What follows belongs to an exercise in optimizing a design on an open flow for small area, a short achievable clock period and few clock cycles per item; a production flow would make more cautious choices. The RTL was checked by simulation tests, not by an equivalence proof against the original design. No activity file was given, so power comes from the tool's default toggle rates.

==> flow/design.v (excerpt) <==
module fx_arith_top (
  input  logic             clk,
  input  logic             rst_n,
  input  logic             in_valid,
  output logic             in_ready,
  input  fx_pkg::fx_word_t num_a,     
  input  fx_pkg::fx_word_t num_b,     
  input  logic             op_mul,
  output logic             out_valid,
  input  logic             out_ready,
  output fx_pkg::fx_word_t result,
  output logic             overflow,
  output logic             precision_lost
);
  logic sel0_0;
  logic pp0_0;
  logic sel0_1;
  logic pp0_1;
  logic sel0_2;
  logic pp0_2;
  logic sel0_3;
  logic pp0_3;
  logic sel0_4;
  logic pp0_4;
  logic sel0_5;
  logic pp0_5;
  logic sel0_6;
  logic pp0_6;
  logic sel0_7;
  logic pp0_7;
  logic sel0_8;
  logic pp0_8;
  logic sel0_9;
  logic pp0_9;
  logic sel0_10;
  logic pp0_10;
  logic sel0_11;
  logic pp0_11;
  logic sel0_12;
  logic pp0_12;
  logic sel0_13;
  logic pp0_13;
  logic sel0_14;
  logic pp0_14;
  logic sel0_15;
  ...
export LEC_CHECK = 0
export ABC_AREA = 1
export CAP_MARGIN = 20
export CORE_MARGIN = 2
export CORE_UTILIZATION = 50
export CTS_BUF_LIST = sky130_fd_sc_hd__clkbuf_4 sky130_fd_sc_hd__clkbuf_8
export PLACE_DENSITY = 0.7
export SETUP_SLACK_MARGIN = 2.1
export SLEW_MARGIN = 20
create_clock -name core_clock -period 5.5 [get_ports {clk}]
standard.sh (not shown) runs the stock make flow with config.mk's settings and CLKGATE_MAP_FILE= SYNTH_SCRIPT=/design/flow/synth_recipe.tcl, a recipe that flattens the netlist after the stock synthesis.
==> flow/flow/run.sh <==
#!/bin/bash
# Own layout flow: the standard flow, with the design's one-gate modules
# (full and half adders, Booth select gates, multiplexers) given as the
# cells they stand for. Everything else, registers included, goes through
# the standard synthesis unchanged. Ports are buffered with plain buffers
# rather than delay cells, the resizer may change a cell's footprint, and
# after global placement each register output with a large fanout gets a
# buffer (flow/bufregs.tcl).
set -euo pipefail
work=$(pwd)
python3 flow/subst.py design.v flow/cells.v > design_cells.v 2> subst.log
bash standard.sh VERILOG_FILES="$work/design_cells.v" \
  BUFFER_PORTS_ARGS="-buffer_cell sky130_fd_sc_hd__buf_1" \
  MATCH_CELL_FOOTPRINT=0 \
  POST_GLOBAL_PLACE_TCL="$work/flow/bufregs.tcl" finish > standard.log 2>&1
==> flow/flow/cells.v <==
// Cell-level bodies for the design's one-gate modules. flow/run.sh puts
// these in place of the RTL bodies before synthesis, so that each module
// becomes exactly the cell named here; the function is the same.
module fx_fa (input a, input b, input c, output s, output co);
  sky130_fd_sc_hd__fa_1 u (.A(a), .B(b), .CIN(c), .SUM(s), .COUT(co));
endmodule

module fx_ha (input a, input b, output s, output co);
  sky130_fd_sc_hd__ha_1 u (.A(a), .B(b), .SUM(s), .COUT(co));
endmodule

module fx_hai (input a, input b, output s, output co);
  sky130_fd_sc_hd__xnor2_1 us (.A(a), .B(b), .Y(s));
  sky130_fd_sc_hd__or2_1 uc (.A(a), .B(b), .X(co));
endmodule

module fx_aoi22 (input a, input b, input c, input d, output y);
  sky130_fd_sc_hd__a22oi_1 u (.A1(a), .A2(b), .B1(c), .B2(d), .Y(y));
endmodule

module fx_xor2 (input a, input b, output y);
  sky130_fd_sc_hd__xor2_1 u (.A(a), .B(b), .X(y));
endmodule

module fx_xnor2 (input a, input b, output y);
  sky130_fd_sc_hd__xnor2_1 u (.A(a), .B(b), .Y(y));
endmodule

module fx_nand2 (input a, input b, output y);
  sky130_fd_sc_hd__nand2_1 u (.A(a), .B(b), .Y(y));
endmodule

module fx_mux2i (input a0, input a1, input s, output y);
  sky130_fd_sc_hd__mux2i_1 u (.A0(a0), .A1(a1), .S(s), .Y(y));
endmodule

module fx_o22ai (input a1, input a2, input b1, input b2, output y);
  sky130_fd_sc_hd__o22ai_1 u (.A1(a1), .A2(a2), .B1(b1), .B2(b2), .Y(y));
endmodule

module fx_nor2 (input a, input b, output y);
  sky130_fd_sc_hd__nor2_1 u (.A(a), .B(b), .Y(y));
endmodule

module fx_nand2b (input a_n, input b, output y);
  sky130_fd_sc_hd__nand2b_1 u (.A_N(a_n), .B(b), .Y(y));
endmodule
Other scripts of this flow, unchanged in this note and not shown: flow/flow/bufregs.tcl, flow/flow/subst.py
Testbench counts at the start, summed over its fixed seeds: cycles 12,016, items 12,000.
Change:
- CORE_UTILIZATION: 50 -> 70
- PLACE_DENSITY: 0.7 -> 0.85
=> Power is higher by 4.4%; count of clock-buffer cells in the layout came out lower by 1; global-route usage came out higher by 12 points; area after synthesis stays the same; die area is lower by about 28%; first-iteration DRC count went up by 30%.
Change:
- CORE_UTILIZATION: 70 -> 40
- PLACE_DENSITY: 0.85 -> default
- SETUP_SLACK_MARGIN: 2.1 -> 1.2
Result: Wire length went down by 11%; worst setup slack gets better by 140 ps; via count went down by 10%; cell area went down by about 3%; register-to-register slack gets better by 140 ps; hold slack gets worse by 30 ps; clock-buffer cell count went up by 1.
Change:
- GPL_TIMING_DRIVEN: default -> 0
=> Critical path depth climbs by 1. Worst setup slack degrades by 74 ps. Global-route usage barely changes. Final cell count is lower slightly. Maximum frequency fell by a few percent.
Change:
==> flow/flow/cells.v (replaced) <==
// Cell-level bodies for the design's one-gate modules. flow/run.sh puts
// these in place of the RTL bodies before synthesis, so that each module
// becomes exactly the cell named here; the function is the same.

module fx_fa (input a, input b, input c, output s, output co);
  sky130_fd_sc_hd__fa_1 u (.A(a), .B(b), .CIN(c), .SUM(s), .COUT(co));
endmodule

module fx_ha (input a, input b, output s, output co);
  sky130_fd_sc_hd__ha_1 u (.A(a), .B(b), .SUM(s), .COUT(co));
endmodule

module fx_hai (input a, input b, output s, output co);
  sky130_fd_sc_hd__xnor2_1 us (.A(a), .B(b), .Y(s));
  sky130_fd_sc_hd__or2_1 uc (.A(a), .B(b), .X(co));
endmodule

module fx_o22ai (input a1, input a2, input b1, input b2, output y);
  sky130_fd_sc_hd__o22ai_1 u (.A1(a1), .A2(a2), .B1(b1), .B2(b2), .Y(y));
endmodule

module fx_nor2 (input a, input b, output y);
  sky130_fd_sc_hd__nor2_1 u (.A(a), .B(b), .Y(y));
endmodule

module fx_xnor2 (input a, input b, output y);
  sky130_fd_sc_hd__xnor2_1 u (.A(a), .B(b), .Y(y));
endmodule

module fx_nand2b (input a_n, input b, output y);
  sky130_fd_sc_hd__nand2b_1 u (.A_N(a_n), .B(b), .Y(y));
endmodule

module fx_mux2i (input a0, input a1, input s, output y);
  sky130_fd_sc_hd__mux2i_1 u (.A0(a0), .A1(a1), .S(s), .Y(y));
endmodule
- CORE_UTILIZATION: 40 -> 60
- GPL_TIMING_DRIVEN: 0 -> default
- PLACE_DENSITY: default -> 0.75
- SETUP_SLACK_MARGIN: 1.2 -> 2.1
The changed run completed with no timing, DRC or antenna violations.
Clock-buffer cell count drops by 1.
Wire length falls slightly.
Power is higher by a few percent.
Setup slack gets better by 210 ps.
Cell count came out lower by a few percent.
Change:
--- a/flow/flow/cells.v
+++ b/flow/flow/cells.v
@@ -2,5 +2,4 @@
 // these in place of the RTL bodies before synthesis, so that each module
 // becomes exactly the cell named here; the function is the same.
-
 module fx_fa (input a, input b, input c, output s, output co);
   sky130_fd_sc_hd__fa_1 u (.A(a), .B(b), .CIN(c), .SUM(s), .COUT(co));
@@ -16,4 +15,24 @@
 endmodule
 
+module fx_aoi22 (input a, input b, input c, input d, output y);
+  sky130_fd_sc_hd__a22oi_1 u (.A1(a), .A2(b), .B1(c), .B2(d), .Y(y));
+endmodule
+
+module fx_xor2 (input a, input b, output y);
+  sky130_fd_sc_hd__xor2_1 u (.A(a), .B(b), .X(y));
+endmodule
+
+module fx_xnor2 (input a, input b, output y);
+  sky130_fd_sc_hd__xnor2_1 u (.A(a), .B(b), .Y(y));
+endmodule
+
+module fx_nand2 (input a, input b, output y);
+  sky130_fd_sc_hd__nand2_1 u (.A(a), .B(b), .Y(y));
+endmodule
+
+module fx_mux2i (input a0, input a1, input s, output y);
+  sky130_fd_sc_hd__mux2i_1 u (.A0(a0), .A1(a1), .S(s), .Y(y));
+endmodule
+
 module fx_o22ai (input a1, input a2, input b1, input b2, output y);
   sky130_fd_sc_hd__o22ai_1 u (.A1(a1), .A2(a2), .B1(b1), .B2(b2), .Y(y));
@@ -24,13 +43,5 @@
 endmodule
 
-module fx_xnor2 (input a, input b, output y);
-  sky130_fd_sc_hd__xnor2_1 u (.A(a), .B(b), .Y(y));
-endmodule
-
 module fx_nand2b (input a_n, input b, output y);
   sky130_fd_sc_hd__nand2b_1 u (.A_N(a_n), .B(b), .Y(y));
 endmodule
-
-module fx_mux2i (input a0, input a1, input s, output y);
-  sky130_fd_sc_hd__mux2i_1 u (.A0(a0), .A1(a1), .S(s), .Y(y));
-endmodule
- CORE_UTILIZATION: 60 -> 40
- PLACE_DENSITY: 0.75 -> default
The new run passed the timing, DRC and antenna checks. Synthesized cell count is unchanged. Utilization went down by 22 points. Combinational power went up by about 2%. Sequential share of layout area goes down by 0.64 points. Clock skew stays flat.

[port drivers added, routing unchanged]
How much do the figures lean on ideal ports? The routed layouts below were timed once more, with nothing changed but the port constraints.
Step 1: set_driving_cell puts a clkbuf_16 on clk and a buf_2 on each other input, an assumption about the parent block.
Step 2, shift: input delay + t, output delay - t, t = (earliest + latest rising clock arrival at the registers) / 2. This alone moves slack from input paths to output paths.
a / b / c = no drivers / after step 1 / after step 2; a / b = the first two.
| run | t, ns | slack for setup (ns) | hold WS [ns] | worst slew at a driven data input, ns | cell pins on the clock port's net |
|---|---|---|---|---|---|
| the first run | 0.428 | 2.015 / 2.015 / 2.015 | 0.472 / 0.472 / 0.472 | 0.04 | 1 |
| the second run | 0.431 | 1.821 / 1.821 / 1.821 | 0.500 / 0.500 / 0.500 | 0.04 | 1 |
| the third run | 0.410 | 1.957 / 1.957 / 1.957 | 0.470 / 0.470 / 0.470 | 0.04 | 1 |
| the fourth run | 0.425 | 1.883 / 1.883 / 1.883 | 0.477 / 0.477 / 0.477 | 0.03 | 1 |
| the fifth run | 0.416 | 2.095 / 2.095 / 2.095 | 0.451 / 0.451 / 0.451 | 0.05 | 1 |
| the sixth run | 0.403 | 2.110 / 2.110 / 2.110 | 0.468 / 0.468 / 0.468 | 0.04 | 1 |
After both steps every run listed still meets setup and hold.
